Background: an optimization exercise with open tools, aiming at small area, a short achievable clock period and few clock cycles. Do not read the settings as production practice. Where RTL was checked, it was by simulation tests only, not by an equivalence proof against the original.

==> module jw_control, before the edit <==
module jw_control (
	input  logic rst,
	input  logic start,
	input  logic mc_busy,
	input  logic busy,
	input  logic waiting,
	input  logic done,
	input  logic stop,
	output logic ready,
	output logic load,
	output logic res_free
);
	assign ready    = ~busy | (stop & ~waiting & ~done);
	assign load     = ready & start & ~rst;
	assign res_free = ~done | ~mc_busy;
endmodule
==> module julia_worker, before the edit <==
module julia_worker (
	input  logic               tb_clk,
	input  logic               rst,
	input  logic               start,
	input  logic [19:0]        pixel,   
	input  logic [43:0]        c,       
	input  logic               mc_busy,
	output logic               ready,
	output logic               done,
	output logic [63:0]        result   
);
	logic        busy;
	logic        load;
	logic        tree_escaped;
	logic        periodic;
	logic [7:0]  count;
	logic [19:0] pix_q;
	logic [13:0] xr, xi, xr0, xi0;
	logic [1:0]  xr_top, xi_top;    
	logic        ovr, ovi;
	logic [15:0] nre, nim;
	logic [14:0] cre, cim, cre0, cim0;
	logic [27:0] z_seen;
	logic        waiting;     
	logic        w_dec;       
	logic        w_black;     
	logic        esc_q;       
	logic        per_q;       
	logic        res_free;
	logic        sure_esc;
	logic        stop;
	logic        late_stop;   
	logic        step;
	logic        transfer;
	logic [19:0] res_index;
	logic [19:0] pix_index;
	logic [7:0]  res_count;
	logic        res_black;
	jw_sure_escape u_sure (
		.xr       (xr),
		.xi       (xi),
		.ovr      (ovr),
		.ovi      (ovi),
		.sure_esc (sure_esc)
	);
	assign stop = late_stop | sure_esc;
	assign step = busy & ~waiting & ~stop;
	jw_control u_control (
		.rst      (rst),
		.start    (start),
		.mc_busy  (mc_busy),
		.busy     (busy),
		.waiting  (waiting),
		.done     (done),
		.stop     (stop),
		.ready    (ready),
		.load     (load),
		.res_free (res_free)
	);
	iter_counter u_counter (
		.tb_clk   (tb_clk),
		.load     (load),
		.step     (step),
		.count    (count)
	);
	assign transfer = busy & res_free & (waiting | stop);
	always_ff @(posedge tb_clk) begin
		if (rst) begin
			busy    <= 1'b0;
			waiting <= 1'b0;
			done    <= 1'b0;
			esc_q   <= 1'b0;
			per_q   <= 1'b0;
			late_stop <= 1'b0;
		end else begin
			busy    <= load | (busy & ~transfer);
			waiting <= busy & ~load & ~res_free & (waiting | stop);
			done    <= transfer | (done & mc_busy);
			esc_q   <= step & tree_escaped;
			per_q   <= step & periodic;
			late_stop <= step & (tree_escaped | periodic | (count == 8'(MAX_ITER - 1)));
		end
		if (~waiting) begin
			w_dec   <= esc_q;
			w_black <= ~esc_q & (per_q | (count == 8'(MAX_ITER)));
		end
	end
	always_ff @(posedge tb_clk) begin
		if (res_free) begin
			res_index <= pix_index;
			if (waiting) begin
				res_count <= w_dec ? count - 8'd1 : count;
				res_black <= w_black;
			end else begin
				res_count <= esc_q ? count - 8'd1 : count;
				res_black <= ~esc_q & (per_q | (count == 8'(MAX_ITER)));
			end
		end
	end
	jw_start u_start (
		.pixel (pixel),
		.c     (c),
		.xr    (xr0),
		.xi    (xi0),
		.cre   (cre0),
		.cim   (cim0)
	);
	jw_step u_step (
		.xr      (xr),
		.xi      (xi),
		.cre     (cre),
		.cim     (cim),
		.escaped (tree_escaped),
		.nre     (nre),
		.nim     (nim)
	);
	always_ff @(posedge tb_clk) begin
		if (count[3:0] == 4'd0) begin
			z_seen <= {xr, xi};
		end
	end
	assign periodic = (count != 8'd0) & ~ovr & ~ovi & ({xr, xi} == z_seen);
	assign ovr = {xr_top, xr[13]} != {3{xr[13]}};
	assign ovi = {xi_top, xi[13]} != {3{xi[13]}};
	always_ff @(posedge tb_clk) begin
		if (load) begin
			{xr_top, xr} <= {{2{xr0[13]}}, xr0};
			{xi_top, xi} <= {{2{xi0[13]}}, xi0};
		end else begin
			{xr_top, xr} <= nre;
			{xi_top, xi} <= nim;
		end
		if (load) begin
			cre   <= cre0;
			cim   <= cim0;
			pix_q <= pixel;
		end
	end
	assign pix_index = {pix_q[9:0], 9'd0} + {2'd0, pix_q[9:0], 7'd0} + 20'(pix_q[19:10]);
	pixel_result u_result (
		.index  (res_index),
		.count  (res_count),
		.black  (res_black),
		.result (result)
	);
endmodule
==> module jw_sure_escape, before the edit <==
module jw_sure_escape (
	input  logic [13:0] xr,
	input  logic [13:0] xi,
	input  logic        ovr,
	input  logic        ovi,
	output logic        sure_esc
);
	logic [12:0] mr, mi;
	logic        big_r, big_i, mid_r, mid_i;
	assign mr = xr[12:0] ^ {13{xr[13]}};
	assign mi = xi[12:0] ^ {13{xi[13]}};
	assign big_r = mr[12] & (|mr[11:0]);
	assign big_i = mi[12] & (|mi[11:0]);
	assign mid_r = mr[12] | (mr[11] & (mr[10] | (mr[9] & mr[8] & mr[7])));
	assign mid_i = mi[12] | (mi[11] & (mi[10] | (mi[9] & mi[8] & mi[7])));
	assign sure_esc = ovr | ovi | big_r | big_i | (mid_r & mid_i);
endmodule
Settings: LEC_CHECK=0, CAP_MARGIN=60, CORE_MARGIN=2, CORE_UTILIZATION=40, SLEW_MARGIN=60, SYNTH_HIERARCHICAL=1, SYNTH_MINIMUM_KEEP_SIZE=0; clock period 14.0 ns.
run.sh (not shown) runs the stock make flow with config.mk's settings and CLKGATE_MAP_FILE= SYNTH_SCRIPT=/design/flow/synth_recipe.tcl, a recipe that flattens the netlist after the stock synthesis.
Rerun with:
--- a/flow/design.v
+++ b/flow/design.v
@@ -46,20 +46,20 @@
 import julia_pkg::*;
 module jw_control (
 	input  logic rst,
 	input  logic start,
 	input  logic mc_busy,
 	input  logic busy,
-	input  logic waiting,
 	input  logic done,
+	input  logic may_take,    
 	input  logic stop,
 	output logic ready,
 	output logic load,
 	output logic res_free
 );
-	assign ready    = ~busy | (stop & ~waiting & ~done);
+	assign ready    = ~busy | (stop & may_take);
 	assign load     = ready & start & ~rst;
 	assign res_free = ~done | ~mc_busy;
 endmodule
 `timescale 1ns/1ps
 module jw_step (
 	input  logic [13:0] xr,
@@ -576,17 +576,21 @@
 	logic [14:0] cre, cim, cre0, cim0;
 	logic [27:0] z_seen;
 	logic        waiting;     
 	logic        w_dec;       
 	logic        w_black;     
 	logic        esc_q;       
+	logic        esc_raw;     
+	logic        stepped;     
 	logic        per_q;       
 	logic        res_free;
 	logic        sure_esc;
 	logic        stop;
 	logic        late_stop;   
+	logic        pstop;       
+	logic        may_take;    
 	logic        step;
 	logic        transfer;
 	logic [19:0] res_index;
 	logic [19:0] pix_index;
 	logic [7:0]  res_count;
 	logic        res_black;
@@ -594,21 +598,23 @@
 		.xr       (xr),
 		.xi       (xi),
 		.ovr      (ovr),
 		.ovi      (ovi),
 		.sure_esc (sure_esc)
 	);
-	assign stop = late_stop | sure_esc;
+	assign esc_q     = esc_raw & stepped;
+	assign late_stop = esc_q | pstop;
+	assign stop      = late_stop | sure_esc;
 	assign step = busy & ~waiting & ~stop;
 	jw_control u_control (
 		.rst      (rst),
 		.start    (start),
 		.mc_busy  (mc_busy),
 		.busy     (busy),
-		.waiting  (waiting),
 		.done     (done),
+		.may_take (may_take),
 		.stop     (stop),
 		.ready    (ready),
 		.load     (load),
 		.res_free (res_free)
 	);
 	iter_counter u_counter (
@@ -620,23 +626,27 @@
 	assign transfer = busy & res_free & (waiting | stop);
 	always_ff @(posedge tb_clk) begin
 		if (rst) begin
 			busy    <= 1'b0;
 			waiting <= 1'b0;
 			done    <= 1'b0;
-			esc_q   <= 1'b0;
+			stepped <= 1'b0;
+			may_take <= 1'b0;
 			per_q   <= 1'b0;
-			late_stop <= 1'b0;
+			pstop   <= 1'b0;
 		end else begin
 			busy    <= load | (busy & ~transfer);
 			waiting <= busy & ~load & ~res_free & (waiting | stop);
 			done    <= transfer | (done & mc_busy);
-			esc_q   <= step & tree_escaped;
+			may_take <= (load | (busy & ~transfer)) & ~(busy & ~load & ~res_free & (waiting | stop))
+			            & ~(transfer | (done & mc_busy));
+			stepped <= step;
 			per_q   <= step & periodic;
-			late_stop <= step & (tree_escaped | periodic | (count == 8'(MAX_ITER - 1)));
+			pstop   <= step & (periodic | (count == 8'(MAX_ITER - 1)));
 		end
+		esc_raw <= tree_escaped;
 		if (~waiting) begin
 			w_dec   <= esc_q;
 			w_black <= ~esc_q & (per_q | (count == 8'(MAX_ITER)));
 		end
 	end
 	always_ff @(posedge tb_clk) begin
@@ -719,16 +729,14 @@
 	input  logic [13:0] xr,
 	input  logic [13:0] xi,
 	input  logic        ovr,
 	input  logic        ovi,
 	output logic        sure_esc
 );
-	logic [12:0] mr, mi;
-	logic        big_r, big_i, mid_r, mid_i;
-	assign mr = xr[12:0] ^ {13{xr[13]}};
-	assign mi = xi[12:0] ^ {13{xi[13]}};
-	assign big_r = mr[12] & (|mr[11:0]);
-	assign big_i = mi[12] & (|mi[11:0]);
-	assign mid_r = mr[12] | (mr[11] & (mr[10] | (mr[9] & mr[8] & mr[7])));
-	assign mid_i = mi[12] | (mi[11] & (mi[10] | (mi[9] & mi[8] & mi[7])));
-	assign sure_esc = ovr | ovi | big_r | big_i | (mid_r & mid_i);
+	logic [12:8] mr, mi;
+	logic        big_r, big_i;
+	assign mr = xr[12:8] ^ {5{xr[13]}};
+	assign mi = xi[12:8] ^ {5{xi[13]}};
+	assign big_r = mr[12] & (|mr[11:8]);
+	assign big_i = mi[12] & (|mi[11:8]);
+	assign sure_esc = ovr | ovi | big_r | big_i;
 endmodule
Fmax is higher by 3.9%. Setup slack gains 0.24 ns. Clock-buffer cell count stays the same. Area after synthesis is lower by 0.63%.
Testbench counts after the change, summed over its fixed seeds: cycles 102,903.
The RTL of the first run of this note was laid out without a check of its function.

## what the ideal ports hide
No port has a modelled driver above. Below, the same layouts with a new extraction and two added sets of constraints.
Step 1 (the two cells are an assumption about what drives the block):
set clk [get_ports {tb_clk}]
set_driving_cell -lib_cell sky130_fd_sc_hd__clkbuf_16 $clk
set_driving_cell -lib_cell sky130_fd_sc_hd__buf_2 [delete_from_list [all_inputs] $clk]
Step 2, shift: input delay + t, output delay - t, t = (earliest + latest rising clock arrival at the registers) / 2. This alone moves slack from input paths to output paths.
a / b / c = ideal ports / drivers / drivers and shift; a / b = the first two.
run | t (ns) | setup slack, ns | worst data-port slew with drivers (ns)
the first run | 0.516 | 7.725 / 7.725 / 7.725 | 0.05
the second run | 0.514 | 7.963 / 7.963 / 7.963 | 0.05
After both steps every run listed still meets setup and hold.
